Background: an optimization exercise with open tools, aiming at small area, a short achievable clock period and few clock cycles per item. Do not read the settings as production practice. In this exercise RTL edits were held to simulation tests only and were not proved equivalent to the original. No activity file was given, so power comes from the tool's default toggle rates.

<file path="design.v">
`default_nettype none
package pal_pkg;
  localparam int PAL_CAPACITY = 128;
  localparam int CMD_W = 2;
  localparam int POS_W = 8;
  localparam int VAL_W = 32;
  localparam int STS_W = 2;
  localparam int IDX_W = 7;
  localparam int LEN_W = 8;
  typedef enum logic [CMD_W-1:0] {
    CMD_INSERT = 2'd0,
    CMD_DELETE = 2'd1,
    CMD_LOCATE = 2'd2
  } pal_cmd_t;
  typedef enum logic [STS_W-1:0] {
    ST_OK       = 2'd0,
    ST_BAD      = 2'd1,
    ST_NOTFOUND = 2'd2
  } pal_status_t;
  typedef enum logic [1:0] {
    S_IDLE,
    S_SCAN,
    S_FINISH
  } pal_state_t;
endpackage
`default_nettype wire
`default_nettype none
import pal_pkg::*;
module pal_store #(
  parameter int CAPACITY = pal_pkg::PAL_CAPACITY,
  parameter int GRP      = 8,
  localparam int ADDR_W  = $clog2(CAPACITY),
  localparam int NGRP    = CAPACITY / GRP,
  localparam int GIDX_W  = $clog2(GRP),
  localparam int LO_W    = 4,
  localparam int HI_W    = ADDR_W - LO_W,
  localparam int NHI     = 1 << HI_W,
  localparam int NLO     = 1 << LO_W
) (
  input  wire logic                      clk,
  input  wire logic                      shift,     
  input  wire logic                      load,      
  input  wire logic [NHI-1:0]            x_hgt,     
  input  wire logic [NHI-1:0]            x_heq,
  input  wire logic [NLO-1:0]            x_lgt,
  input  wire logic [NHI-1:0]            y_hgt,     
  input  wire logic [NHI-1:0]            y_heq,
  input  wire logic [NLO-1:0]            y_lgt,
  input  wire logic [NHI-1:0]            s_heq,     
  input  wire logic [NLO-1:0]            s_leq,
  input  wire logic                      r_wrap,    
  input  wire logic                      r_some,    
  input  wire logic                      r_all,     
  input  wire logic                      n_shift,
  input  wire logic                      n_load,
  input  wire logic [NHI-1:0]            nx_hgt,
  input  wire logic [NHI-1:0]            nx_heq,
  input  wire logic [NLO-1:0]            nx_lgt,
  input  wire logic [NHI-1:0]            ny_hgt,
  input  wire logic [NHI-1:0]            ny_heq,
  input  wire logic [NLO-1:0]            ny_lgt,
  input  wire logic [NHI-1:0]            ns_heq,
  input  wire logic [NLO-1:0]            ns_leq,
  input  wire logic                      nr_wrap,
  input  wire logic                      nr_some,
  input  wire logic                      nr_all,
  input  wire logic [pal_pkg::VAL_W-1:0] valp,      
  output      logic [NGRP-1:0]           g_any,     
  output      logic [NGRP*GIDX_W-1:0]    g_idx,     
  output      logic [NGRP-1:0]           g_any_hi,  
  output      logic [NGRP*GIDX_W-1:0]    g_idx_hi,
  output      logic [pal_pkg::VAL_W-1:0] rd_raw     
);
  logic [VAL_W-1:0]    ent [CAPACITY];
  logic [CAPACITY-1:0] at;       
  logic [CAPACITY-1:0] gt_x;     
  logic [CAPACITY-1:0] m;        
  logic [CAPACITY-1:0] m_hi;     
  for (genvar i = 0; i < CAPACITY; i++) begin : g_ent
    localparam int IH = i >> LO_W;
    localparam int IL = i % NLO;
    logic le_y, in_r;
    logic h_gt_x, h_le_y, h_at, h_in_r;
    logic s_up, s_ld, s_hd;
    assign gt_x[i] = x_hgt[IH] | (x_heq[IH] & x_lgt[IL]);
    assign le_y    = ~(y_hgt[IH] | (y_heq[IH] & y_lgt[IL]));
    assign at[i]   = s_heq[IH] & s_leq[IL];
    assign in_r    = r_all | (r_some & (r_wrap ? (gt_x[i] | le_y) : (gt_x[i] & le_y)));
    assign h_gt_x = ~nx_hgt[IH] | (~nx_heq[IH] & ~nx_lgt[IL]);
    assign h_le_y = ~(~ny_hgt[IH] | (~ny_heq[IH] & ~ny_lgt[IL]));
    assign h_at   = ~ns_heq[IH] & ~ns_leq[IL];
    assign h_in_r = ~nr_all | (~nr_some & (~nr_wrap ? (h_gt_x | h_le_y) : (h_gt_x & h_le_y)));
    assign s_up = shift & in_r;
    assign s_ld = load & at[i];
    assign s_hd = ~((~n_shift & h_in_r) | (~n_load & h_at));
    always_ff @(posedge clk) begin
      ent[i] <= ~(({VAL_W{s_hd}} & ent[i]) |
                  ({VAL_W{s_up}} & ent[(i + CAPACITY - 1) % CAPACITY]) |
                  ({VAL_W{s_ld}} & valp));
    end
    assign m[i]    = (ent[i] == valp) && in_r;
    assign m_hi[i] = m[i] && gt_x[i];
  end
  always_comb begin
    rd_raw = '0;
    for (int i = 0; i < CAPACITY; i++) begin
      rd_raw = rd_raw | (ent[i] & {VAL_W{at[i]}});
    end
  end
  for (genvar g = 0; g < NGRP; g++) begin : g_grp
    logic [GIDX_W-1:0] idx, idx_hi;
    always_comb begin
      idx    = '0;
      idx_hi = '0;
      for (int k = GRP - 1; k >= 0; k--) begin
        if (m[g*GRP + k])    idx    = GIDX_W'(k);
        if (m_hi[g*GRP + k]) idx_hi = GIDX_W'(k);
      end
    end
    assign g_any[g]    = |m[g*GRP +: GRP];
    assign g_any_hi[g] = |m_hi[g*GRP +: GRP];
    assign g_idx[g*GIDX_W +: GIDX_W]    = idx;
    assign g_idx_hi[g*GIDX_W +: GIDX_W] = idx_hi;
  end
endmodule
`default_nettype wire
`default_nettype none
import pal_pkg::*;
module pal_seq #(
  parameter int CAPACITY = pal_pkg::PAL_CAPACITY,
  parameter int GRP      = 8,
  localparam int ADDR_W  = $clog2(CAPACITY),
  localparam int CNT_W   = $clog2(CAPACITY + 1),
  localparam int NGRP    = CAPACITY / GRP,
  localparam int GIDX_W  = $clog2(GRP),
  localparam int GNUM_W  = ADDR_W - GIDX_W,
  localparam int LO_W    = 4,
  localparam int HI_W    = ADDR_W - LO_W,
  localparam int NHI     = 1 << HI_W,
  localparam int NLO     = 1 << LO_W
) (
  input  wire logic                      clk,
  input  wire logic                      rst,
  input  wire logic                      req_valid,
  output      logic                      req_ready,
  input  wire logic [pal_pkg::CMD_W-1:0] req_command,
  input  wire logic [pal_pkg::POS_W-1:0] req_position,
  input  wire logic [pal_pkg::VAL_W-1:0] req_item_value,
  output      logic                      rsp_valid,
  input  wire logic                      rsp_ready,
  output      logic [pal_pkg::STS_W-1:0] rsp_status,
  output      logic [pal_pkg::VAL_W-1:0] rsp_removed_value,
  output      logic [pal_pkg::IDX_W-1:0] rsp_found_index,
  output      logic [pal_pkg::LEN_W-1:0] rsp_list_length,
  output      logic                      st_shift,
  output      logic                      st_load,
  output      logic [NHI-1:0]            st_x_hgt,
  output      logic [NHI-1:0]            st_x_heq,
  output      logic [NLO-1:0]            st_x_lgt,
  output      logic [NHI-1:0]            st_y_hgt,
  output      logic [NHI-1:0]            st_y_heq,
  output      logic [NLO-1:0]            st_y_lgt,
  output      logic [NHI-1:0]            st_s_heq,
  output      logic [NLO-1:0]            st_s_leq,
  output      logic                      st_wrap,
  output      logic                      st_some,
  output      logic                      st_all,
  output      logic                      st_n_shift,
  output      logic                      st_n_load,
  output      logic [NHI-1:0]            st_nx_hgt,
  output      logic [NHI-1:0]            st_nx_heq,
  output      logic [NLO-1:0]            st_nx_lgt,
  output      logic [NHI-1:0]            st_ny_hgt,
  output      logic [NHI-1:0]            st_ny_heq,
  output      logic [NLO-1:0]            st_ny_lgt,
  output      logic [NHI-1:0]            st_ns_heq,
  output      logic [NLO-1:0]            st_ns_leq,
  output      logic                      st_nr_wrap,
  output      logic                      st_nr_some,
  output      logic                      st_nr_all,
  output      logic [pal_pkg::VAL_W-1:0] st_valp,
  input  wire logic [NGRP-1:0]           st_g_any,
  input  wire logic [NGRP*GIDX_W-1:0]    st_g_idx,
  input  wire logic [NGRP-1:0]           st_g_any_hi,
  input  wire logic [NGRP*GIDX_W-1:0]    st_g_idx_hi,
  input  wire logic [pal_pkg::VAL_W-1:0] st_rd_raw
);
  localparam int CMP_W = ((CNT_W > POS_W) ? CNT_W : POS_W) + 1;
  logic [CNT_W-1:0]  count;
  logic [ADDR_W-1:0] head;
  logic              phase;
  logic              p_valid;
  logic [CMD_W-1:0]  p_cmd;
  logic [POS_W-1:0]  p_pos;
  logic [VAL_W-1:0]  p_val;
  logic              a_valid;
  logic [CMD_W-1:0]  a_cmd;
  logic              a_ins;
  logic              a_del;
  logic              go_shift;
  logic              go_load;
  logic [NHI-1:0]    a_x_hgt, a_x_heq, a_y_hgt, a_y_heq, a_s_heq;
  logic [NLO-1:0]    a_x_lgt, a_y_lgt, a_s_leq;
  logic              a_wrap;
  logic              a_some;
  logic              a_all;
  logic [VAL_W-1:0]  a_valp;    
  logic              n_shift;
  logic              n_load;
  logic [NHI-1:0]    n_x_hgt, n_x_heq, n_y_hgt, n_y_heq, n_s_heq;
  logic [NLO-1:0]    n_x_lgt, n_y_lgt, n_s_leq;
  logic              n_wrap;
  logic              n_some;
  logic              n_all;
  logic [CNT_W-1:0]  a_len;
  logic [ADDR_W-1:0] a_head;
  logic                   b_valid;
  logic [CMD_W-1:0]       b_cmd;
  logic                   b_ok;
  logic                   b_del;
  logic                   b_phase;
  logic [CNT_W-1:0]       b_len;
  logic [ADDR_W-1:0]      b_head;
  logic [VAL_W-1:0]       b_rd;
  logic [NGRP-1:0]        b_any, b_any_hi;
  logic [NGRP*GIDX_W-1:0] b_idx, b_idx_hi;
  logic              c_valid;
  logic [CMD_W-1:0]  c_cmd;
  logic              c_ok;
  logic              c_found;
  logic [ADDR_W-1:0] c_fslot;
  logic [ADDR_W-1:0] c_head;
  logic [CNT_W-1:0]  c_len;
  logic [VAL_W-1:0]  c_removed;
  logic [1:0]        q_cnt;
  logic              o_valid;
  logic [STS_W-1:0]  o_status,  s_status;
  logic [VAL_W-1:0]  o_removed, s_removed;
  logic [IDX_W-1:0]  o_index,   s_index;
  logic [LEN_W-1:0]  o_length,  s_length;
  logic              accept, move_p, exec, move_b, move_c, take;
  logic [CMP_W-1:0]  posx, cntx;
  logic              ok_ins, ok_del;
  logic [CNT_W-1:0]  count_next;
  logic [ADDR_W:0]   psum, esum;
  logic [ADDR_W-1:0] pslot, eslot;
  logic              pcarry, ecarry;
  logic [ADDR_W-1:0] rx, ry;
  logic              rsome, rall, rwrap;
  logic              p_valid_next, a_valid_next, b_valid_next, c_valid_next;
  logic [1:0]        q_cnt_next;
  logic              exec_next;
  logic              found, found_hi;
  logic [GNUM_W-1:0] fg_hi, fg_any;
  logic [ADDR_W-1:0] fslot;
  logic [STS_W-1:0]  r_status;
  logic [IDX_W-1:0]  r_index;
  assign take   = o_valid && rsp_ready;
  assign move_c = c_valid && (q_cnt != 2'd2);
  assign move_b = b_valid && (!c_valid || move_c);
  assign exec   = a_valid && (!b_valid || move_b);
  assign move_p = p_valid && (!a_valid || exec);
  assign accept = req_valid && req_ready;
  assign posx   = CMP_W'(p_pos);
  assign cntx   = CMP_W'(count);
  assign ok_ins = (p_cmd == CMD_INSERT) && (p_pos != '0) &&
                  (posx <= cntx + CMP_W'(1)) && (cntx < CMP_W'(CAPACITY));
  assign ok_del = (p_cmd == CMD_DELETE) && (p_pos != '0) && (posx <= cntx);
  always_comb begin
    count_next = count;
    if (ok_ins) count_next = count + CNT_W'(1);
    if (ok_del) count_next = count - CNT_W'(1);
  end
  assign psum   = {1'b0, head} + (ADDR_W+1)'(p_pos) - (ADDR_W+1)'(1);
  assign esum   = {1'b0, head} + (ADDR_W+1)'(count);
  assign pslot  = psum[ADDR_W-1:0];
  assign pcarry = psum[ADDR_W];
  assign eslot  = esum[ADDR_W-1:0];
  assign ecarry = esum[ADDR_W];
  always_comb begin
    rx    = head - ADDR_W'(1);
    ry    = eslot - ADDR_W'(1);
    rsome = (count != '0);
    rall  = (cntx == CMP_W'(CAPACITY));
    rwrap = (head == '0) || (ecarry && (eslot != '0));
    case (p_cmd)
      CMD_INSERT: begin
        rx    = pslot;
        ry    = eslot;
        rsome = (posx <= cntx);
        rall  = 1'b0;
        rwrap = ecarry && !pcarry;
      end
      CMD_DELETE: begin
        rx    = head;
        ry    = pslot;
        rsome = (posx >= CMP_W'(2));
        rall  = 1'b0;
        rwrap = pcarry;
      end
      default: ;
    endcase
  end
  assign st_shift = go_shift;
  assign st_load  = go_load;
  assign st_x_hgt = a_x_hgt;
  assign st_x_heq = a_x_heq;
  assign st_x_lgt = a_x_lgt;
  assign st_y_hgt = a_y_hgt;
  assign st_y_heq = a_y_heq;
  assign st_y_lgt = a_y_lgt;
  assign st_s_heq = a_s_heq;
  assign st_s_leq = a_s_leq;
  assign st_wrap  = a_wrap;
  assign st_some  = a_some;
  assign st_all   = a_all;
  assign st_valp  = a_valp;
  assign st_n_shift = n_shift;
  assign st_n_load  = n_load;
  assign st_nx_hgt  = n_x_hgt;
  assign st_nx_heq  = n_x_heq;
  assign st_nx_lgt  = n_x_lgt;
  assign st_ny_hgt  = n_y_hgt;
  assign st_ny_heq  = n_y_heq;
  assign st_ny_lgt  = n_y_lgt;
  assign st_ns_heq  = n_s_heq;
  assign st_ns_leq  = n_s_leq;
  assign st_nr_wrap = n_wrap;
  assign st_nr_some = n_some;
  assign st_nr_all  = n_all;
  always_comb begin
    found    = |b_any;
    found_hi = |b_any_hi;
    fg_hi    = '0;
    fg_any   = '0;
    for (int g = NGRP - 1; g >= 0; g--) begin
      if (b_any_hi[g]) fg_hi  = GNUM_W'(g);
      if (b_any[g])    fg_any = GNUM_W'(g);
    end
    if (found_hi) fslot = {fg_hi,  b_idx_hi[fg_hi*GIDX_W +: GIDX_W]};
    else          fslot = {fg_any, b_idx[fg_any*GIDX_W +: GIDX_W]};
  end
  always_comb begin
    r_status = ST_BAD;
    r_index  = '0;
    case (c_cmd)
      CMD_INSERT: if (c_ok) r_status = ST_OK;
      CMD_DELETE: if (c_ok) r_status = ST_OK;
      CMD_LOCATE: begin
        if (c_found) begin
          r_status = ST_OK;
          r_index  = IDX_W'(c_fslot - c_head);
        end else begin
          r_status = ST_NOTFOUND;
        end
      end
      default: r_status = ST_BAD;
    endcase
  end
  always_comb begin
    p_valid_next = (p_valid && !move_p) || accept;
    a_valid_next = (a_valid && !exec) || move_p;
    b_valid_next = (b_valid && !move_b) || exec;
    c_valid_next = (c_valid && !move_c) || move_b;
    q_cnt_next = q_cnt;
    case ({move_c, take})
      2'b10:   q_cnt_next = q_cnt + 2'd1;
      2'b01:   q_cnt_next = q_cnt - 2'd1;
      default: q_cnt_next = q_cnt;
    endcase
    exec_next = a_valid_next &&
                (!b_valid_next || !c_valid_next || (q_cnt_next != 2'd2));
  end
  always_ff @(posedge clk) begin
    if (rst) begin
      count     <= '0;
      head      <= '0;
      phase     <= 1'b0;
      p_valid   <= 1'b0;
      a_valid   <= 1'b0;
      b_valid   <= 1'b0;
      c_valid   <= 1'b0;
      q_cnt     <= 2'd0;
      o_valid   <= 1'b0;
      go_shift  <= 1'b0;
      go_load   <= 1'b0;
      n_shift   <= 1'b1;
      n_load    <= 1'b1;
      req_ready <= 1'b1;
    end else begin
      phase     <= ~phase;
      if (move_p) begin
        count <= count_next;
        if (ok_del) head <= head + ADDR_W'(1);
      end
      p_valid   <= p_valid_next;
      a_valid   <= a_valid_next;
      b_valid   <= b_valid_next;
      c_valid   <= c_valid_next;
      q_cnt     <= q_cnt_next;
      o_valid   <= (q_cnt_next != 2'd0);
      go_shift  <= exec_next && (move_p ? (ok_ins || ok_del) : (a_ins || a_del));
      go_load   <= exec_next && (move_p ? ok_ins : a_ins);
      n_shift   <= !(exec_next && (move_p ? (ok_ins || ok_del) : (a_ins || a_del)));
      n_load    <= !(exec_next && (move_p ? ok_ins : a_ins));
      req_ready <= !p_valid_next || !a_valid_next || !b_valid_next ||
                   !c_valid_next || (q_cnt_next != 2'd2);
    end
  end
  always_ff @(posedge clk) begin
    if (accept) begin
      p_cmd <= req_command;
      p_pos <= req_position;
      p_val <= req_item_value;
    end
  end
  always_ff @(posedge clk) begin
    if (move_p) begin
      a_cmd  <= p_cmd;
      a_ins  <= ok_ins;
      a_del  <= ok_del;
      for (int h = 0; h < NHI; h++) begin
        a_x_hgt[h] <= (HI_W'(h) >  rx[ADDR_W-1:LO_W]);
        a_x_heq[h] <= (HI_W'(h) == rx[ADDR_W-1:LO_W]);
        a_y_hgt[h] <= (HI_W'(h) >  ry[ADDR_W-1:LO_W]);
        a_y_heq[h] <= (HI_W'(h) == ry[ADDR_W-1:LO_W]);
        a_s_heq[h] <= (HI_W'(h) == pslot[ADDR_W-1:LO_W]);
      end
      for (int l = 0; l < NLO; l++) begin
        a_x_lgt[l] <= (LO_W'(l) >  rx[LO_W-1:0]);
        a_y_lgt[l] <= (LO_W'(l) >  ry[LO_W-1:0]);
        a_s_leq[l] <= (LO_W'(l) == pslot[LO_W-1:0]);
      end
      for (int h = 0; h < NHI; h++) begin
        n_x_hgt[h] <= !(HI_W'(h) >  rx[ADDR_W-1:LO_W]);
        n_x_heq[h] <= !(HI_W'(h) == rx[ADDR_W-1:LO_W]);
        n_y_hgt[h] <= !(HI_W'(h) >  ry[ADDR_W-1:LO_W]);
        n_y_heq[h] <= !(HI_W'(h) == ry[ADDR_W-1:LO_W]);
        n_s_heq[h] <= !(HI_W'(h) == pslot[ADDR_W-1:LO_W]);
      end
      for (int l = 0; l < NLO; l++) begin
        n_x_lgt[l] <= !(LO_W'(l) >  rx[LO_W-1:0]);
        n_y_lgt[l] <= !(LO_W'(l) >  ry[LO_W-1:0]);
        n_s_leq[l] <= !(LO_W'(l) == pslot[LO_W-1:0]);
      end
      a_wrap <= rwrap;
      a_some <= rsome;
      a_all  <= rall;
      n_wrap <= !rwrap;
      n_some <= !rsome;
      n_all  <= !rall;
      a_len  <= count_next;
      a_head <= head;
    end
    a_valp <= move_p ? (p_val ^ {VAL_W{~phase}}) : ~a_valp;
  end
  always_ff @(posedge clk) begin
    if (exec) begin
      b_cmd    <= a_cmd;
      b_ok     <= a_ins | a_del;
      b_del    <= a_del;
      b_phase  <= phase;
      b_len    <= a_len;
      b_head   <= a_head;
      b_rd     <= st_rd_raw;
      b_any    <= st_g_any;
      b_idx    <= st_g_idx;
      b_any_hi <= st_g_any_hi;
      b_idx_hi <= st_g_idx_hi;
    end
  end
  always_ff @(posedge clk) begin
    if (move_b) begin
      c_cmd     <= b_cmd;
      c_ok      <= b_ok;
      c_found   <= found;
      c_fslot   <= fslot;
      c_head    <= b_head;
      c_len     <= b_len;
      c_removed <= b_del ? (b_rd ^ {VAL_W{b_phase}}) : '0;
    end
  end
  always_ff @(posedge clk) begin
    if (q_cnt == 2'd0 || take) begin
      if (q_cnt == 2'd2) begin
        o_status  <= s_status;
        o_removed <= s_removed;
        o_index   <= s_index;
        o_length  <= s_length;
      end else begin
        o_status  <= r_status;
        o_removed <= c_removed;
        o_index   <= r_index;
        o_length  <= LEN_W'(c_len);
      end
    end
    if (q_cnt == 2'd1 && !take) begin
      s_status  <= r_status;
      s_removed <= c_removed;
      s_index   <= r_index;
      s_length  <= LEN_W'(c_len);
    end
  end
  assign rsp_valid         = o_valid;
  assign rsp_status        = o_status;
  assign rsp_removed_value = o_removed;
  assign rsp_found_index   = o_index;
  assign rsp_list_length   = o_length;
endmodule
`default_nettype wire
`default_nettype none
import pal_pkg::*;
module positional_array_list_unit #(
  parameter int CAPACITY = pal_pkg::PAL_CAPACITY
) (
  input  wire logic                      clk,
  input  wire logic                      rst,
  input  wire logic                      req_valid,
  output      logic                      req_ready,
  input  wire logic [pal_pkg::CMD_W-1:0] req_command,
  input  wire logic [pal_pkg::POS_W-1:0] req_position,
  input  wire logic [pal_pkg::VAL_W-1:0] req_item_value,
  output      logic                      rsp_valid,
  input  wire logic                      rsp_ready,
  output      logic [pal_pkg::STS_W-1:0] rsp_status,
  output      logic [pal_pkg::VAL_W-1:0] rsp_removed_value,
  output      logic [pal_pkg::IDX_W-1:0] rsp_found_index,
  output      logic [pal_pkg::LEN_W-1:0] rsp_list_length
);
  localparam int ADDR_W = $clog2(CAPACITY);
  localparam int GRP    = 8;
  localparam int NGRP   = CAPACITY / GRP;
  localparam int GIDX_W = $clog2(GRP);
  localparam int NHI    = 8;
  localparam int NLO    = 16;
  logic                st_shift;
  logic                st_load;
  logic [NHI-1:0]      st_x_hgt, st_x_heq, st_y_hgt, st_y_heq, st_s_heq;
  logic [NLO-1:0]      st_x_lgt, st_y_lgt, st_s_leq;
  logic                st_n_shift, st_n_load;
  logic [NHI-1:0]      st_nx_hgt, st_nx_heq, st_ny_hgt, st_ny_heq, st_ns_heq;
  logic [NLO-1:0]      st_nx_lgt, st_ny_lgt, st_ns_leq;
  logic                st_nr_wrap, st_nr_some, st_nr_all;
  logic                st_wrap;
  logic                st_some;
  logic                st_all;
  logic [VAL_W-1:0]    st_valp;
  logic [NGRP-1:0]        st_g_any, st_g_any_hi;
  logic [NGRP*GIDX_W-1:0] st_g_idx, st_g_idx_hi;
  logic [VAL_W-1:0]       st_rd_raw;
  pal_store #(.CAPACITY(CAPACITY), .GRP(GRP)) u_store (
    .clk     (clk),
    .shift   (st_shift),
    .load    (st_load),
    .x_hgt   (st_x_hgt),
    .x_heq   (st_x_heq),
    .x_lgt   (st_x_lgt),
    .y_hgt   (st_y_hgt),
    .y_heq   (st_y_heq),
    .y_lgt   (st_y_lgt),
    .s_heq   (st_s_heq),
    .s_leq   (st_s_leq),
    .r_wrap  (st_wrap),
    .r_some  (st_some),
    .r_all   (st_all),
    .n_shift (st_n_shift),
    .n_load  (st_n_load),
    .nx_hgt  (st_nx_hgt),
    .nx_heq  (st_nx_heq),
    .nx_lgt  (st_nx_lgt),
    .ny_hgt  (st_ny_hgt),
    .ny_heq  (st_ny_heq),
    .ny_lgt  (st_ny_lgt),
    .ns_heq  (st_ns_heq),
    .ns_leq  (st_ns_leq),
    .nr_wrap (st_nr_wrap),
    .nr_some (st_nr_some),
    .nr_all  (st_nr_all),
    .valp    (st_valp),
    .g_any    (st_g_any),
    .g_idx    (st_g_idx),
    .g_any_hi (st_g_any_hi),
    .g_idx_hi (st_g_idx_hi),
    .rd_raw   (st_rd_raw)
  );
  pal_seq #(.CAPACITY(CAPACITY), .GRP(GRP)) u_seq (
    .clk               (clk),
    .rst               (rst),
    .req_valid         (req_valid),
    .req_ready         (req_ready),
    .req_command       (req_command),
    .req_position      (req_position),
    .req_item_value    (req_item_value),
    .rsp_valid         (rsp_valid),
    .rsp_ready         (rsp_ready),
    .rsp_status        (rsp_status),
    .rsp_removed_value (rsp_removed_value),
    .rsp_found_index   (rsp_found_index),
    .rsp_list_length   (rsp_list_length),
    .st_shift          (st_shift),
    .st_load           (st_load),
    .st_x_hgt          (st_x_hgt),
    .st_x_heq          (st_x_heq),
    .st_x_lgt          (st_x_lgt),
    .st_y_hgt          (st_y_hgt),
    .st_y_heq          (st_y_heq),
    .st_y_lgt          (st_y_lgt),
    .st_s_heq          (st_s_heq),
    .st_s_leq          (st_s_leq),
    .st_wrap           (st_wrap),
    .st_some           (st_some),
    .st_all            (st_all),
    .st_n_shift        (st_n_shift),
    .st_n_load         (st_n_load),
    .st_nx_hgt         (st_nx_hgt),
    .st_nx_heq         (st_nx_heq),
    .st_nx_lgt         (st_nx_lgt),
    .st_ny_hgt         (st_ny_hgt),
    .st_ny_heq         (st_ny_heq),
    .st_ny_lgt         (st_ny_lgt),
    .st_ns_heq         (st_ns_heq),
    .st_ns_leq         (st_ns_leq),
    .st_nr_wrap        (st_nr_wrap),
    .st_nr_some        (st_nr_some),
    .st_nr_all         (st_nr_all),
    .st_valp           (st_valp),
    .st_g_any          (st_g_any),
    .st_g_idx          (st_g_idx),
    .st_g_any_hi       (st_g_any_hi),
    .st_g_idx_hi       (st_g_idx_hi),
    .st_rd_raw         (st_rd_raw)
  );
endmodule
`default_nettype wire
</file>
<file path="run.sh">
#!/bin/bash
# synth_recipe.tcl (not shown) runs the flow's synth.tcl, then flattens the netlist and writes it again
# the make line also repeats each setting of config.mk as NAME=value (left out here)
make -C /OpenROAD-flow-scripts/flow DESIGN_CONFIG=/design/flow/config.mk WORK_HOME=/design/flow/orfs CLKGATE_MAP_FILE= SYNTH_SCRIPT=/design/flow/synth_recipe.tcl finish
</file>
<file path="config.mk">
export PLATFORM = sky130hd
export DESIGN_NAME = positional_array_list_unit
export DESIGN_NICKNAME = positional_array_list_unit
export VERILOG_FILES = /design/flow/design.v
export SDC_FILE = /design/flow/constraint.sdc
export NUM_CORES = 4
export LEC_CHECK = 0
export CAP_MARGIN = 20
export CORE_MARGIN = 2
export CORE_UTILIZATION = 34
export PLACE_DENSITY = 0.44
export SETUP_SLACK_MARGIN = 2.5
export SLEW_MARGIN = 20
</file>
<file path="constraint.sdc">
create_clock -name core_clock -period 5.5 [get_ports {clk}]
set_input_delay 1.1000 -clock core_clock [delete_from_list [all_inputs] [get_ports {clk}]]
set_output_delay 1.1000 -clock core_clock [all_outputs]
set_load 0.01 [all_outputs]
</file>
==> flow_metrics.py, run 1 <==
metrics = {
    "logic_synthesis": {
        "ys_ff_latch": 4727,
        "syn-cell-area_mm2": 0.242,
        "yosysUniqueCellTypes": 86,
        "synth_top_flop_cell": "dfxtp_1",
        "ys_async_sr_fraction_pct": 0,
        "syn-instance-count": 23590,
        "synth-warning-count": 3,
        "synth.avg_cell_area_um2": 10.3,
        "synth_edf_count": 570,
        "seq_area_frac_synth_pct": 41.5,
    },
    "placed_design": {
        "dp_hpwl_um": 2570000,
        "port-buffer-count": 96,
        "place_inst": 32730,
        "gp_congestion": 1.81,
    },
    "global_routing": {
        "grtUsageTotal_pct": 101,
        "grt_max_degree": 129,
        "grt_pass1_wl_um": 4900000,
        "grt-ovfl-total": 54680,
        "grt_pass1_vias": 365368,
    },
    "floorplanning": {
        "die_x_um": 848,
        "io_pins": 97,
        "num_rows": 309,
        "initial_core_util_pct": 34.1,
        "die_h_um": 848,
    },
    "clocking": {
        "htreeDepth": 6,
        "cts_sinks": 4727,
        "numCtsBuffers": 566,
        "clock-root-buffer": "clkbuf_16",
        "cts_hold_buf": 0,
        "cts.path.max_buffers": 4,
    },
    "status": {
        "status": "stopped before the end",
        "outcome.stop_stage": "5_1_grt",
        "error_line": "[ERROR GRT-0116] Global routing finished with congestion. Check the congestion regions in the DRC Viewer.",
    },
}
## power by group through the flow
stage / registers, W / clock network, W / logic, W
after detailed placement: 0.103 / 0 / 0.0696
after global placement: 0.103 / 0 / 0.0702
after CTS: 0.102 / 0.0403 / 0.0762
after floorplan: 0.0604 / 0 / 0.0309
## cell families after synthesis
logic type | share of synthesized area, %
DFF | 41.5
muxes | 0.504
and+or+nand+nor | 7.72
buffers and inverters | 6.13
AOI/OAI and AO/OA | 28.7
other | 0.00310
adders and majority gates | 0.316
xor gates and xnor gates | 15.2
## worst max path at each step
| stage | from | to | slack (ps) | depth (start not counted) |
|---|---|---|---|---|
| 4_1_cts | u_seq.a_valp[2] | u_seq.b_idx_hi[30] | 1620 | 9 |
| 2_1_floorplan | u_seq.q_cnt[0] | u_seq.b_any[0] | 1700 | 4 |
| 3_3_place_gp | u_seq.a_s_leq[15] | u_seq.b_rd[9] | -880 | 9 |
| 3_5_place_dp | u_seq.a_s_leq[4] | u_seq.b_rd[5] | 280 | 8 |
## Yosys cell counts (93+ instances only)
cell type	instances	area (µm²)
dfxtp_1	4157	83200
xor2_1	4106	36000
a222oi_1	4096	41000
clkbuf_1	2478	9300
nor4_1	1071	6700
a22o_1	844	7390
a221oi_1	804	7040
a21oi_1	595	2980
edfxtp_1	570	17100
nand4_1	533	3330
a22oi_1	521	3910
nor2_1	426	1600
o21ai_0	350	1750
nand2_1	349	1310
buf_4	191	1430
buf_6	190	2140
and2_1	185	1160
buf_2	166	831
inv_1	159	597
nor2b_1	154	963
nor3_1	154	771
o21a_1	147	1100
a21o_1	143	1070
o22a_1	138	1210
and3_1	137	857
nand3_1	136	681
buf_1	123	462
xnor2_1	93	815
## metrics by stage
| stage | util (%) | setup TNS (ps) | area (µm²) | worst slack, ps | hold WS [ps] |
|---|---|---|---|---|---|
| after floorplan | - | 0 | 242000 | 1700 | 400 |
| after global placement | 37.4 | -3300 | 265000 | -884 | 401 |
| after detailed placement | 37.5 | 0 | 266000 | 285 | 405 |
| after CTS | 43.4 | 0 | 308000 | 1620 | 419 |
## metal layers
layer  global-route usage [%]  GRT overflow
met1                     97.5          9766
met2                      116         30359
met3                     91.7          6231
met4                     95.7          7734
met5                     79.9           590
## what timing repair did
| action | CTS |
|---|---|
| gates resized for setup | 2491 |
| buffers inserted | 920 |
| setup endpoints to repair | 3289 |
| gates cloned | 72 |
| pin swaps | 533 |
Testbench counts, summed over its fixed seeds: cycles 5,640, items 5,600.
==> run 2, diff against run 1 <==
--- a/config.mk
+++ b/config.mk
@@ -9,4 +9,4 @@
 export CORE_MARGIN = 2
-export CORE_UTILIZATION = 34
-export PLACE_DENSITY = 0.44
+export CORE_UTILIZATION = 27
+export PLACE_DENSITY = 0.36
 export SETUP_SLACK_MARGIN = 2.5
==> run 2 against run 1 <==
The run again fails in 5_1_grt. Synthesized cell count unchanged. Synthesized area unchanged.
==> flow_metrics.py, run 2 <==
metrics = {
    "placed_design": {
        "dp_hpwl_um": 3180000,
        "dpl_cell_area_mm2": 0.278,
        "gp_congestion": 1.42,
        "port-buffer-count": 96,
    },
    "logic_synthesis": {
        "ys_ff_latch": 4727,
        "synth.avg_cell_area_um2": 10.3,
        "synth_top_flop_cell": "dfxtp_1",
        "synth_area_leaders": "dfxtp_1 34%, a222oi_1 17%, xor2_1 15%",
        "yosysUniqueCellTypes": 86,
        "synthTopCellsByCount": "4,157 x dfxtp_1, 4,106 x xor2_1, 4,096 x a222oi_1, 2,478 x clkbuf_1, 1,071 x nor4_1",
        "syn-cell-area_mm2": 0.242,
        "ys_async_sr_fraction_pct": 0,
        "syn-instance-count": 23590,
        "yosysMostFrequentCell": "dfxtp_1",
        "seq_area_frac_synth_pct": 41.5,
        "synth_top_area_share_pct": 34.4,
        "yosysTopAreaCell": "dfxtp_1",
        "synth_edf_count": 570,
        "synth-warning-count": 3,
    },
    "clocking": {
        "clock-root-buffer": "clkbuf_16",
        "htreeDepth": 6,
        "numCtsBuffers": 586,
        "cts_hold_buf": 0,
        "cts_sinks": 4727,
        "cts.path.max_buffers": 4,
    },
    "global_routing": {
        "grt-ovfl-total": 18408,
        "grt_pass1_vias": 373977,
        "grtUsageTotal_pct": 90.2,
        "grt_pass1_wl_um": 5480000,
        "grt_max_degree": 114,
    },
    "floorplanning": {
        "die_x_um": 951,
        "die_h_um": 951,
        "num_rows": 347,
        "initial_core_util_pct": 27.1,
        "io_pins": 97,
    },
    "status": {
        "outcome.stop_stage": "5_1_grt",
        "status": "stopped before the end",
        "error_line": "[ERROR GRT-0116] Global routing finished with congestion. Check the congestion regions in the DRC Viewer.",
    },
}
-- run 2: cell families after synthesis --
| family | count (synthesis) | share of synthesized area (%) |
|---|---|---|
| AO/OA/AOI/OAI | 7862 | 28.7 |
| flip-flops | 4727 | 41.5 |
| XOR/XNOR | 4199 | 15.2 |
| AND/OR/NAND/NOR | 3324 | 7.72 |
| buffers and inverters | 3316 | 6.13 |
| multiplexers | 100 | 0.504 |
| adder cells (fa/ha/maj) | 60 | 0.316 |
| other | 2 | 0.00310 |
-- run 2: stage by stage --
step	total power [W]	util, %	worst slack, ps	TNS (ps)	cells
4_1_cts	0.235	34.5	1470	0	37479
3_5_place_dp	0.191	31.2	-66.2	-71.6	35948
3_3_place_gp	0.191	31.0	-1510	-8640	35885
2_1_floorplan	0.0913	-	1700	0	23592
-- run 2: timing repair --
action	CTS
setup buffers	441
gates cloned	25
endpoints found under the setup margin	3869
pin swaps	143
gates resized for setup	779
-- run 2: power groups by stage --
stage,logic (W),clock network (W),registers [W]
after global placement,0.0878,0,0.103
after floorplan,0.0309,0,0.0604
after CTS,0.0911,0.0423,0.102
after detailed placement,0.0877,0,0.103
-- run 2: worst max-delay path by stage --
stage / start / endpoint / slack [ps] / depth (start not counted)
detailed placement: u_seq.a_s_heq[6] / u_seq.b_rd[23] / -70 / 9
floorplan: u_seq.q_cnt[0] / u_seq.b_any[0] / 1700 / 4
global placement: u_seq.a_s_heq[4] / u_seq.b_rd[22] / -1510 / 11
CTS: u_seq.a_valp[26] / u_seq.b_any_hi[4] / 1470 / 11
-- run 2: routing by layer --
layer / overflow / track usage, %
met3: 795 / 83.5
met5: 78 / 72.7
met1: 698 / 90.9
met4: 4474 / 83.9
met2: 12363 / 99.4
==> run 3, diff against run 2 <==
--- a/design.v
+++ b/design.v
@@ -66,3 +66,4 @@
   input  wire logic                      nr_all,
-  input  wire logic [pal_pkg::VAL_W-1:0] valp,      
+  input  wire logic [pal_pkg::VAL_W-1:0] valp,
+  input  wire logic [pal_pkg::VAL_W-1:0] valp_n,
   output      logic [NGRP-1:0]           g_any,     
@@ -75,2 +76,3 @@
   logic [CAPACITY-1:0] at;       
+  logic [CAPACITY-1:0] at_rd;    
   logic [CAPACITY-1:0] gt_x;     
@@ -95,2 +97,7 @@
     assign s_hd = ~((~n_shift & h_in_r) | (~n_load & h_at));
+    if (i < CAPACITY / 2) begin : g_rd_lo
+      assign at_rd[i] = at[i];
+    end else begin : g_rd_hi
+      assign at_rd[i] = h_at;
+    end
     always_ff @(posedge clk) begin
@@ -100,3 +107,3 @@
     end
-    assign m[i]    = (ent[i] == valp) && in_r;
+    assign m[i]    = (ent[i] == ~valp_n) && in_r;
     assign m_hi[i] = m[i] && gt_x[i];
@@ -106,3 +113,3 @@
     for (int i = 0; i < CAPACITY; i++) begin
-      rd_raw = rd_raw | (ent[i] & {VAL_W{at[i]}});
+      rd_raw = rd_raw | (ent[i] & {VAL_W{at_rd[i]}});
     end
@@ -181,2 +188,3 @@
   output      logic [pal_pkg::VAL_W-1:0] st_valp,
+  output      logic [pal_pkg::VAL_W-1:0] st_valp_n,
   input  wire logic [NGRP-1:0]           st_g_any,
@@ -207,2 +215,3 @@
   logic [VAL_W-1:0]  a_valp;    
+  logic [VAL_W-1:0]  a_valp_n;  
   logic              n_shift;
@@ -316,3 +325,4 @@
   assign st_all   = a_all;
-  assign st_valp  = a_valp;
+  assign st_valp   = a_valp;
+  assign st_valp_n = a_valp_n;
   assign st_n_shift = n_shift;
@@ -454,3 +464,4 @@
     end
-    a_valp <= move_p ? (p_val ^ {VAL_W{~phase}}) : ~a_valp;
+    a_valp   <= move_p ? (p_val ^ {VAL_W{~phase}}) : ~a_valp;
+    a_valp_n <= move_p ? (p_val ^ {VAL_W{phase}})  : ~a_valp_n;
   end
@@ -530,3 +541,3 @@
   localparam int ADDR_W = $clog2(CAPACITY);
-  localparam int GRP    = 8;
+  localparam int GRP    = 4;
   localparam int NGRP   = CAPACITY / GRP;
@@ -546,3 +557,3 @@
   logic                st_all;
-  logic [VAL_W-1:0]    st_valp;
+  logic [VAL_W-1:0]    st_valp, st_valp_n;
   logic [NGRP-1:0]        st_g_any, st_g_any_hi;
@@ -579,2 +590,3 @@
     .valp    (st_valp),
+    .valp_n  (st_valp_n),
     .g_any    (st_g_any),
@@ -626,2 +638,3 @@
     .st_valp           (st_valp),
+    .st_valp_n         (st_valp_n),
     .st_g_any          (st_g_any),
--- a/config.mk
+++ b/config.mk
@@ -8,6 +8,7 @@
 export CAP_MARGIN = 20
+export CELL_PAD_IN_SITES_GLOBAL_PLACEMENT = 2
 export CORE_MARGIN = 2
-export CORE_UTILIZATION = 27
-export PLACE_DENSITY = 0.36
-export SETUP_SLACK_MARGIN = 2.5
+export CORE_UTILIZATION = 20
+export PLACE_DENSITY = 0.28
+export SETUP_SLACK_MARGIN = 2.0
 export SLEW_MARGIN = 20
==> run 3 against run 2 <==
The run again fails in 5_1_grt. Synthesized cell count down 0.30%. Synthesized area down 0.36%.
==> flow_metrics.py, run 3 <==
metrics = {
    "status": {
        "status": "stopped before the end",
        "outcome.stop_stage": "5_1_grt",
        "error_line": "[ERROR GRT-0116] Global routing finished with congestion. Check the congestion regions in the DRC Viewer.",
    },
    "logic_synthesis": {
        "seq_area_frac_synth_pct": 42.7,
        "synth-warning-count": 3,
        "synth_top_flop_cell": "dfxtp_1",
        "ys_async_sr_fraction_pct": 0,
        "synth_edf_count": 634,
        "syn-instance-count": 23519,
        "synth.avg_cell_area_um2": 10.3,
        "yosysMostFrequentCell": "dfxtp_1",
        "ys_ff_latch": 4823,
        "synthTopCellsByCount": "4,189 x dfxtp_1, 4,165 x xnor2_1, 4,096 x a222oi_1, 2,536 x clkbuf_1, 1,071 x nor4_1",
        "yosysUniqueCellTypes": 80,
        "yosysTopAreaCell": "dfxtp_1",
        "syn-cell-area_mm2": 0.241,
        "synth_top_area_share_pct": 34.8,
        "synth_area_leaders": "dfxtp_1 35%, a222oi_1 17%, xnor2_1 15%",
    },
    "global_routing": {
        "grt_pass1_wl_um": 5930000,
        "grt-ovfl-total": 1656,
        "grt_max_degree": 86,
        "grt_pass1_vias": 345632,
        "grtUsageTotal_pct": 77.1,
    },
    "placed_design": {
        "gp_congestion": 1.27,
        "port-buffer-count": 96,
        "dp_hpwl_um": 3720000,
        "dp_slack_ps": -178,
    },
    "floorplanning": {
        "die_x_um": 1100,
        "die_h_um": 1100,
        "num_rows": 403,
        "io_pins": 97,
        "initial_core_util_pct": 20.0,
    },
    "clocking": {
        "numCtsBuffers": 642,
        "clock-root-buffer": "clkbuf_16",
        "cts_sinks": 4823,
        "htreeDepth": 6,
        "cts.path.max_buffers": 5,
    },
}
-- run 3: cell count changes after synthesis, moves of 190 or more --
cell / previous run / this run
buf_2: 166 / 408
xor2_1: 4106 / 37
buf_4: 191 / 1
xnor2_1: 93 / 4165
a22o_1: 844 / 578
a221oi_1: 804 / 579
a22oi_1: 521 / 970
-- run 3: cell families after synthesis --
| logic type | synth area share (%) |
|---|---|
| simple gates | 7.80 |
| other cells | 0.00311 |
| mux | 0.510 |
| compound gates | 27.7 |
| xor+xnor | 15.3 |
| buf+inv | 5.27 |
| flops | 42.7 |
| fa+ha+maj | 0.816 |
-- run 3: repair_timing --
| item | CTS |
|---|---|
| setup buffers | 276 |
| hold buffers | 0 |
| gates cloned | 15 |
| pin swaps | 158 |
| setup endpoints to repair | 2051 |
| endpoints found under the hold margin | 0 |
| gates resized for setup | 596 |
-- run 3: worst min-delay path by stage --
| stage | startpoint | end | cells after the start |
|---|---|---|---|
| 2_1_floorplan | u_seq.a_cmd[0] | u_seq.b_cmd[0] | 0 |
| 3_3_place_gp | u_seq.a_head[5] | u_seq.b_head[5] | 0 |
| 3_5_place_dp | u_seq.a_head[4] | u_seq.b_head[4] | 0 |
| 4_1_cts | req_item_value[8] | u_seq.p_val[8] | 1 |
-- run 3: through the flow --
step / instance area (µm²) / hold WS [ps] / total power (W) / std cells / util [%]
3_5_place_dp: 291000 / 405 / 0.204 / 40595 / 24.2
3_3_place_gp: 290000 / 402 / 0.205 / 40541 / 24.1
2_1_floorplan: 241000 / 400 / 0.0934 / 23521 / -
4_1_cts: 319000 / 391 / 0.250 / 42052 / 26.5
-- run 3: power by group through the flow --
stage | Clock (W) | Combinational, W | Sequential (W)
CTS | 0.0455 | 0.101 | 0.104
detailed placement | 0 | 0.0990 | 0.105
floorplan | 0 | 0.0328 | 0.0607
global placement | 0 | 0.0994 | 0.105
-- run 3: layer usage --
layer  GRT overflow  GRT usage, %
met4            668          72.3
met2            951          87.5
met3             26          66.3
met1              9          79.4
met5              2          49.2
Testbench counts of run 3, summed over its fixed seeds: cycles 5,640, items 5,600.
==> run 4, diff against run 3 <==
--- a/config.mk
+++ b/config.mk
@@ -8,6 +8,6 @@
 export CAP_MARGIN = 20
-export CELL_PAD_IN_SITES_GLOBAL_PLACEMENT = 2
+export CELL_PAD_IN_SITES_GLOBAL_PLACEMENT = 1
 export CORE_MARGIN = 2
-export CORE_UTILIZATION = 20
-export PLACE_DENSITY = 0.28
+export CORE_UTILIZATION = 24
+export PLACE_DENSITY = 0.32
 export SETUP_SLACK_MARGIN = 2.0
==> run 4 against run 3 <==
The run again fails in 5_1_grt. Synthesized area unchanged. Synthesized cell count is the same.
==> flow_metrics.py, run 4 <==
metrics = {
    "logic_synthesis": {
        "synth_top_area_share_pct": 34.8,
        "synth_area_leaders": "dfxtp_1 35%, a222oi_1 17%, xnor2_1 15%",
        "seq_area_frac_synth_pct": 42.7,
        "synth_top_flop_cell": "dfxtp_1",
        "yosysMostFrequentCell": "dfxtp_1",
        "synth_simple_gate_area_share_pct": 7.80,
        "synthTopCellsByCount": "4,189 x dfxtp_1, 4,165 x xnor2_1, 4,096 x a222oi_1, 2,536 x clkbuf_1, 1,071 x nor4_1",
        "synth_top_family_by_area": "compound AO/OA/AOI/OAI gates",
        "ys_ff_latch": 4823,
        "synth-adder-area-share_pct": 0.816,
        "synth_compound_area_share_pct": 27.7,
        "syn-instance-count": 23519,
        "synth_xor_xnor_area_share_pct": 15.3,
        "yosysUniqueCellTypes": 80,
        "syn-cell-area_mm2": 0.241,
        "synth.avg_cell_area_um2": 10.3,
        "synth_mux_area_share_pct": 0.510,
        "ys_async_sr_fraction_pct": 0,
        "synth_edf_count": 634,
        "yosysTopAreaCell": "dfxtp_1",
        "synth-warning-count": 3,
    },
    "floorplanning": {
        "die_x_um": 1010,
        "io_pins": 97,
        "die_h_um": 1010,
        "num_rows": 368,
        "initial_core_util_pct": 24.0,
    },
    "clocking": {
        "clock-root-buffer": "clkbuf_16",
        "htreeDepth": 6,
        "cts.path.max_buffers": 5,
        "numCtsBuffers": 621,
        "cts_sinks": 4823,
        "cts_hold_buf": 0,
    },
    "placed_design": {
        "dp_slack_ps": -51.8,
        "port-buffer-count": 96,
        "dpl_cell_area_mm2": 0.282,
        "gp_congestion": 1.37,
        "dp_hpwl_um": 3340000,
        "place_inst": 37324,
    },
    "status": {
        "outcome.stop_stage": "5_1_grt",
        "error_line": "[ERROR GRT-0116] Global routing finished with congestion. Check the congestion regions in the DRC Viewer.",
        "status": "stopped before the end",
    },
    "global_routing": {
        "grt_pass1_vias": 327967,
        "grt_pass1_wl_um": 5240000,
        "grtUsageTotal_pct": 81.3,
        "grt_max_degree": 117,
        "grt-ovfl-total": 10064,
    },
}
run 4: logic make-up after synthesis:
kind of cell | after synthesis
AO/OA/AOI/OAI | 7547
flip-flops | 4823
XOR/XNOR | 4202
AND/OR/NAND/NOR | 3429
buffers and inverters | 3236
adder cells (fa/ha/maj) | 180
multiplexers | 100
other | 2
run 4: power groups by stage:
stage                     Combinational [W]  Clock, W  Sequential [W]
after floorplan                      0.0328         0          0.0607
after global placement               0.0900         0           0.102
after detailed placement             0.0898         0           0.102
after CTS                            0.0919    0.0441           0.101
run 4: routing by layer:
layer / GRT overflow / GRT usage (%)
met5: 4 / 54.8
met4: 2642 / 80.4
met3: 98 / 67.3
met2: 7255 / 93.6
met1: 65 / 82.5
run 4: worst max path at each step:
stage	depth (start not counted)	to	slack, ps
detailed placement	11	u_seq.b_rd[16]	-50
CTS	9	u_seq.b_rd[25]	1390
floorplan	5	u_seq.b_any[0]	240
global placement	8	u_seq.b_rd[6]	-1160
run 4: timing repair:
item / in CTS
pin swaps: 113
endpoints found under the setup margin: 1308
gates resized for setup: 469
setup buffers: 322
cloned: 6
run 4: metrics by stage:
stage,total power [W],util (%)
3_3_place_gp,0.192,28.0
4_1_cts,0.237,30.8
2_1_floorplan,0.0934,-
3_5_place_dp,0.192,28.1
